Source: an optimization exercise on an open RTL-to-GDS flow (aim: small area, a short achievable clock period and few clock cycles per item). Production flows keep margins and buffers that such runs may drop. RTL that was checked went through simulation tests only; none was proved equivalent to the original. Power and IR drop assume default switching activity.

==> inputs of run A <==
// digitClassifier
module digitClassifier
(
    input  logic      clk,
    input  logic      rst,
    input  logic      start,
    input  logic      wrEn,
    input  cnnDataPkg::memAddr_t  wrAddr,
    input  cnnDataPkg::pixel_t    wrData,
    output logic      busy,
    output logic      done,
    output cnnDataPkg::classIdx_t classIdx,
    output cnnDataPkg::score_t    bestScore
);
    logic                 wv;        
    cnnDataPkg::memAddr_t wa;        
    cnnDataPkg::pixel_t   wd;        
    cnnDataPkg::pixel_t   wdm;       
    logic                 replay;    
    logic [5:0]           rcnt;      
    logic                 rqv;       
    logic                 rv;        
    logic [5:0]           rqa;
    cnnDataPkg::pixel_t   rdq;
    cnnDataPkg::pixel_t   rdData;    
    always_ff @(posedge clk) begin
        wv  <= wrEn && !busy;
        rdq <= rdData;
        rqa <= rcnt;
        if (wrEn) begin
            wdm <= wrData;
        end
        if (rqv) begin
            wa <= {1'b0, rqa};
            wd <= rdq;
  ...
==> flow/config.mk <==
export PLATFORM = sky130hd
export DESIGN_NAME = digitClassifier
export DESIGN_NICKNAME = digitClassifier
export VERILOG_FILES = /design/flow/design.v
export SDC_FILE = /design/flow/constraint.sdc
export NUM_CORES = 4
export LEC_CHECK = 0
export CAP_MARGIN = 20
export CORE_MARGIN = 2
export CORE_UTILIZATION = 60
export CTS_BUF_LIST = sky130_fd_sc_hd__clkbuf_4 sky130_fd_sc_hd__clkbuf_8
export SLEW_MARGIN = 20
==> flow/constraint.sdc <==
create_clock -name core_clock -period 10.0 [get_ports {clk}]
set_input_delay 2.0000 -clock core_clock [delete_from_list [all_inputs] [get_ports {clk}]]
set_output_delay 2.0000 -clock core_clock [all_outputs]
set_load 0.01 [all_outputs]
standard.sh (not shown) runs the stock make flow with config.mk's settings and CLKGATE_MAP_FILE= SYNTH_SCRIPT=/design/flow/synth_recipe.tcl, a recipe that flattens the netlist after the stock synthesis.
==> flow/flow/run.sh <==
#!/bin/bash
set -euo pipefail
bash standard.sh SETUP_SLACK_MARGIN=6.3 finish > standard_make.log 2>&1
==> run F: changes against run A <==
CORE_UTILIZATION = 40   (was 60)
CTS_BUF_LIST = not set   (was sky130_fd_sc_hd__clkbuf_4 sky130_fd_sc_hd__clkbuf_8)
==> comparison table <==
H-tree level count: run A 5; run F 4
Data buffer area share: run A 1.701%; run F 1.664%
Number of cells in the design after placement: run A 7805; run F 8704
Routed via count: run A 49620; run F 48690
Max rail drop VDD: run A 0.1654 mV; run F 0.1819 mV
Outcome: run A no timing/DRC/antenna violations; run F no timing/DRC/antenna violations
Setup fix buffers added after clock tree synthesis: run A 1; run F 0
Clock network area share: run A 6.904%; run F 6.710%
Met1 routing resource usage after global routing: run A 42.04%; run F 27.04%
End point of the most critical hold path: run A fsel1[0]$_DFF_P_; run F lb[5][7]$_DFF_P_
Area used by sequential logic in the layout: run A 0.04364 mm²; run F 0.04363 mm²
Internal Pwr Total: run A 13.70 mW; run F 13.83 mW
Initial Utilization: run A 60.23%; run F 40.20%
Global-route wire length before repair: run A 315.1 mm; run F 318.9 mm
Metal-1 WL: run A 86.48 mm; run F 86.00 mm
Fraction of area in registers: run A 49.08%; run F 48.57%
Met2 wirelength from detailed routing: run A 97.97 mm; run F 102.9 mm
Total met3 wirelength after detailed routing: run A 17.63 mm; run F 15.76 mm
Clk root buf: run A clkbuf_8; run F clkbuf_16
Max Buffers Root-to-Sink: run A 4; run F 3
Highest clock frequency the design can meet: run A 270.9 MHz; run F 280.1 MHz
Shortest clock period the worst path allows after layout: run A 3.692 ns; run F 3.570 ns
Sum of internal, switching and leakage power: run A 19.62 mW; run F 19.85 mW
Proportion of power drawn by the clock network: run A 33.4%; run F 34.2%
Testbench counts of run A, summed over its fixed seeds: cycles 14,352, images 192.
Testbench counts of run F, summed over its fixed seeds: cycles 14,352, images 192.

==> try-yarrow <==
digitClassifier, a different RTL version from the one above (not shown whole).
export LEC_CHECK = 0
export CAP_MARGIN = 20
export CORE_MARGIN = 2
export CORE_UTILIZATION = 40
export SLEW_MARGIN = 20
create_clock -name core_clock -period 10.0 [get_ports {clk}]
Scripts as last shown in full above: flow/flow/run.sh
==> try-tundra: changes against try-yarrow <==
- CORE_UTILIZATION: 40 -> 55
==> notes <==
try-yarrow passed the timing, DRC and antenna checks. try-tundra finished clean. Against try-tundra, the non-clock buffer count of try-yarrow is lower by 10. Between try-tundra and try-yarrow, the lower global-route usage is in try-yarrow (gap 7.6 points). Between try-yarrow and try-tundra, the lower first-iteration DRC count is in try-yarrow (gap 3.2%, measured against try-tundra). Critical path depth: try-tundra is lower than try-yarrow (10). In hold slack, try-tundra and try-yarrow hardly differ. In sequential power, try-yarrow and try-tundra hardly differ. Between try-yarrow and try-tundra, the lower sequential share of layout area is in try-yarrow (gap 0.52 points). Final area: try-tundra is smaller than try-yarrow (about 1.1%).
Testbench counts of try-yarrow, summed over its fixed seeds: cycles 14,352, images 192.
Testbench counts of try-tundra, summed over its fixed seeds: cycles 14,352, images 192.

==> inputs of pepper <==
digitClassifier again, from the RTL that the note above started with.
Settings: LEC_CHECK=0, CAP_MARGIN=20, CORE_MARGIN=2, CORE_UTILIZATION=65, SLEW_MARGIN=20; clock period 10.0 ns.
==> flow/flow/run.sh <==
#!/bin/bash
set -euo pipefail
bash standard.sh SETUP_SLACK_MARGIN=6.0 finish > standard_make.log 2>&1
==> nickel (differences from pepper) <==
==> flow/flow/run.sh (replaced) <==
#!/bin/bash
set -euo pipefail
bash standard.sh SETUP_SLACK_MARGIN=6.3 finish > standard_make.log 2>&1
==> zinc (differences from pepper) <==
==> flow/flow/run.sh (replaced) <==
#!/bin/bash
set -euo pipefail
bash standard.sh SETUP_SLACK_MARGIN=6.6 finish > standard_make.log 2>&1
Settings changed: CORE_UTILIZATION 65 to 55.
==> impl_metrics.py <==
metrics = {
    "finish": {
        "final_cell_mix": "edfxtp_1 (944), dfxtp_1 (623), inv_1 (578)",
        "clock_buffers": 238,
    },
    "outcome": {
        "status": "no timing/DRC/antenna violations",
    },
    "pwr": {
        "pg_clk_w": 0.00635,
        "p_leak_nw": 34.2,
    },
    "floorplanning": {
        "die_w_um": 380,
    },
    "detailed_routing": {
        "drt_wl_total_um": 204000,
        "met2_length_um": 97000,
    },
}
The numbers above come from zinc.

==> impl_metrics.py <==
metrics = {
    "finish": {
        "regMostFlops": "pix",
        "clock_buffers": 241,
        "final_cell_mix": "edfxtp_1 (944), dfxtp_1 (652), inv_1 (601)",
        "n_all_inverters": 608,
    },
    "outcome": {
        "status": "no timing/DRC/antenna violations",
    },
    "placement": {
        "place_congestion": 0.930,
        "placed_cells": 7373,
    },
    "global_route": {
        "grt_use_total_pct": 32.5,
        "busiest_layer": "met2",
    },
    "detailed_routing": {
        "drt_wl_total_um": 195000,
        "met2_length_um": 94100,
    },
    "yosys": {
        "synth_compound_area_share_pct": 10.4,
        "postSynth.asyncResetShare_pct": 0.735,
    },
    "setup_path": {
        "cp.depth": 1,
        "r2r_end": "cs1b[8]$_DFF_P_",
    },
    "pwr": {
        "p_leak_nw": 33.7,
        "pg_clk_w": 0.00625,
    },
}
The numbers above come from nickel.

==> impl_metrics.py <==
metrics = {
    "outcome": {
        "status": "no timing/DRC/antenna violations",
    },
    "global_route": {
        "grt_pass1_wl_um": 295000,
        "grt_pass1_vias": 48286,
    },
    "setup_path": {
        "cp.depth": 10,
        "worst_ep_required_time_ps": 10690,
    },
    "pwr": {
        "combinationalPower_w": 0.00500,
        "pg_clk_w": 0.00625,
        "pwr-share-seq_pct": 42.0,
        "p_leak_nw": 33.4,
    },
    "floorplanning": {
        "die_w_um": 349,
    },
    "finish": {
        "clock_buffers": 241,
        "final_cell_mix": "edfxtp_1 (944), dfxtp_1 (667), inv_1 (602)",
    },
    "detailed_routing": {
        "drt_wl_total_um": 194000,
    },
    "yosys": {
        "ys_seq_area_share_pct": 54.4,
    },
    "clock_tree": {
        "cts_buffers": 163,
    },
}
The numbers above come from pepper.

Testbench counts of pepper, summed over its fixed seeds: cycles 14,352, images 192.
Testbench counts of nickel, summed over its fixed seeds: cycles 14,352, images 192.
Testbench counts of zinc, summed over its fixed seeds: cycles 14,352, images 192.

==> exp/quartz: inputs <==
Another version of the RTL of digitClassifier (not shown whole).
## digitClassifier
module digitClassifier
(
    input  logic      clk,
    input  logic      rst,
    input  logic      start,
    input  logic      wrEn,
    input  cnnDataPkg::memAddr_t  wrAddr,
    input  cnnDataPkg::pixel_t    wrData,
    output logic      busy,
    output logic      done,
    output cnnDataPkg::classIdx_t classIdx,
    output cnnDataPkg::score_t    bestScore
);
Settings: LEC_CHECK=0, CAP_MARGIN=20, CORE_MARGIN=2, CORE_UTILIZATION=40, SLEW_MARGIN=20; clock period 10.0 ns.
==> flow/flow/run.sh <==
#!/bin/bash
set -euo pipefail
bash standard.sh SETUP_SLACK_MARGIN=6.5 finish > standard_make.log 2>&1
==> exp/tundra (differences from exp/quartz) <==
==> flow/flow/run.sh (replaced) <==
#!/bin/bash
set -euo pipefail
bash standard.sh SETUP_SLACK_MARGIN=7.5 finish > standard_make.log 2>&1
==> qor summary <==
metric                                                           exp/tundra  exp/quartz
Outcome                                    no timing/DRC/antenna violations  no timing/DRC/antenna violations
Via count                                                             50.3k       48.7k
Buffers outside the clock class                                         556         337
Half-perimeter wire length of the detailed placement result       153000 µm   151000 µm
DP Worst Slack                                                      5500 ps     5510 ps
Fraction of standard cell area that is sequential                     43.8%       47.0%
Global-route met1 utilization                                         30.1%       28.4%
Final nets                                                             7312        7091
Post-CTS setup buffer count                                             269         101
Origin of the worst setup path                                        wd[3]       wd[2]
Clock latency on the worst-skew pair                                 840 ps      860 ps
Total Routing Usage GR                                                23.2%       21.8%
Sequential logic power                                              9.64 mW     9.56 mW
Multi-Input Combinational                                              3503        3500
Number of standard cells in the layout, taps in and fillers out        9170        8944
Via count of the first global-routing pass                            51.2k       48.9k
Area Overhead vs Synth                                                23.8%       15.1%
Clock net power                                                     6.71 mW     6.55 mW
Met3 Track Usage GR                                                   4.92%       4.51%
Leakage power summed over all cells                                 36.8 nW     34.8 nW
Power spent charging and discharging nets                           13.4 mW     12.4 mW
Max-slew headroom                                                     21.2%       17.6%
Switching part of the total                                           39.7%       39.5%
Function was not checked in any run of this note: the RTL went through the layout flow alone.

what the ideal ports hide:
No port has a modelled driver above. Below, the same layouts with a new extraction and two added sets of constraints. Step 1 (the two cells are an assumption about what drives the block):
set clk [get_ports {clk}]
set_driving_cell -lib_cell sky130_fd_sc_hd__clkbuf_16 $clk
set_driving_cell -lib_cell sky130_fd_sc_hd__buf_2 [delete_from_list [all_inputs] $clk]
Step 2, shift: input delay + t, output delay - t, t = (earliest + latest rising clock arrival at the registers) / 2. This alone moves slack from input paths to output paths. a / b / c = no drivers / after step 1 / after step 2; a / b = the first two.
run	t (ns)	setup slack, ns	clock arrival spread, ns	worst slew at a driven data input, ns
run A	1.042	6.308 / 6.308 / 6.308	0.117 / 0.117	0.21
run F	0.889	6.430 / 6.377 / 6.430	0.068 / 0.069	0.07
try-yarrow	0.877	6.369 / 6.294 / 6.369	0.062 / 0.063	0.05
try-tundra	0.894	6.362 / 6.278 / 6.429	0.051 / 0.052	0.04
pepper	0.867	6.200 / 6.200 / 6.200	0.040 / 0.040	0.03
nickel	0.871	6.369 / 6.296 / 6.388	0.039 / 0.039	0.03
zinc	0.881	6.410 / 6.410 / 6.410	0.045 / 0.045	0.04
exp/quartz	0.920	5.755 / 5.755 / 5.755	0.059 / 0.059	0.16
exp/tundra	0.889	5.793 / 5.793 / 5.793	0.079 / 0.079	0.05
After both steps every run listed still meets setup and hold.
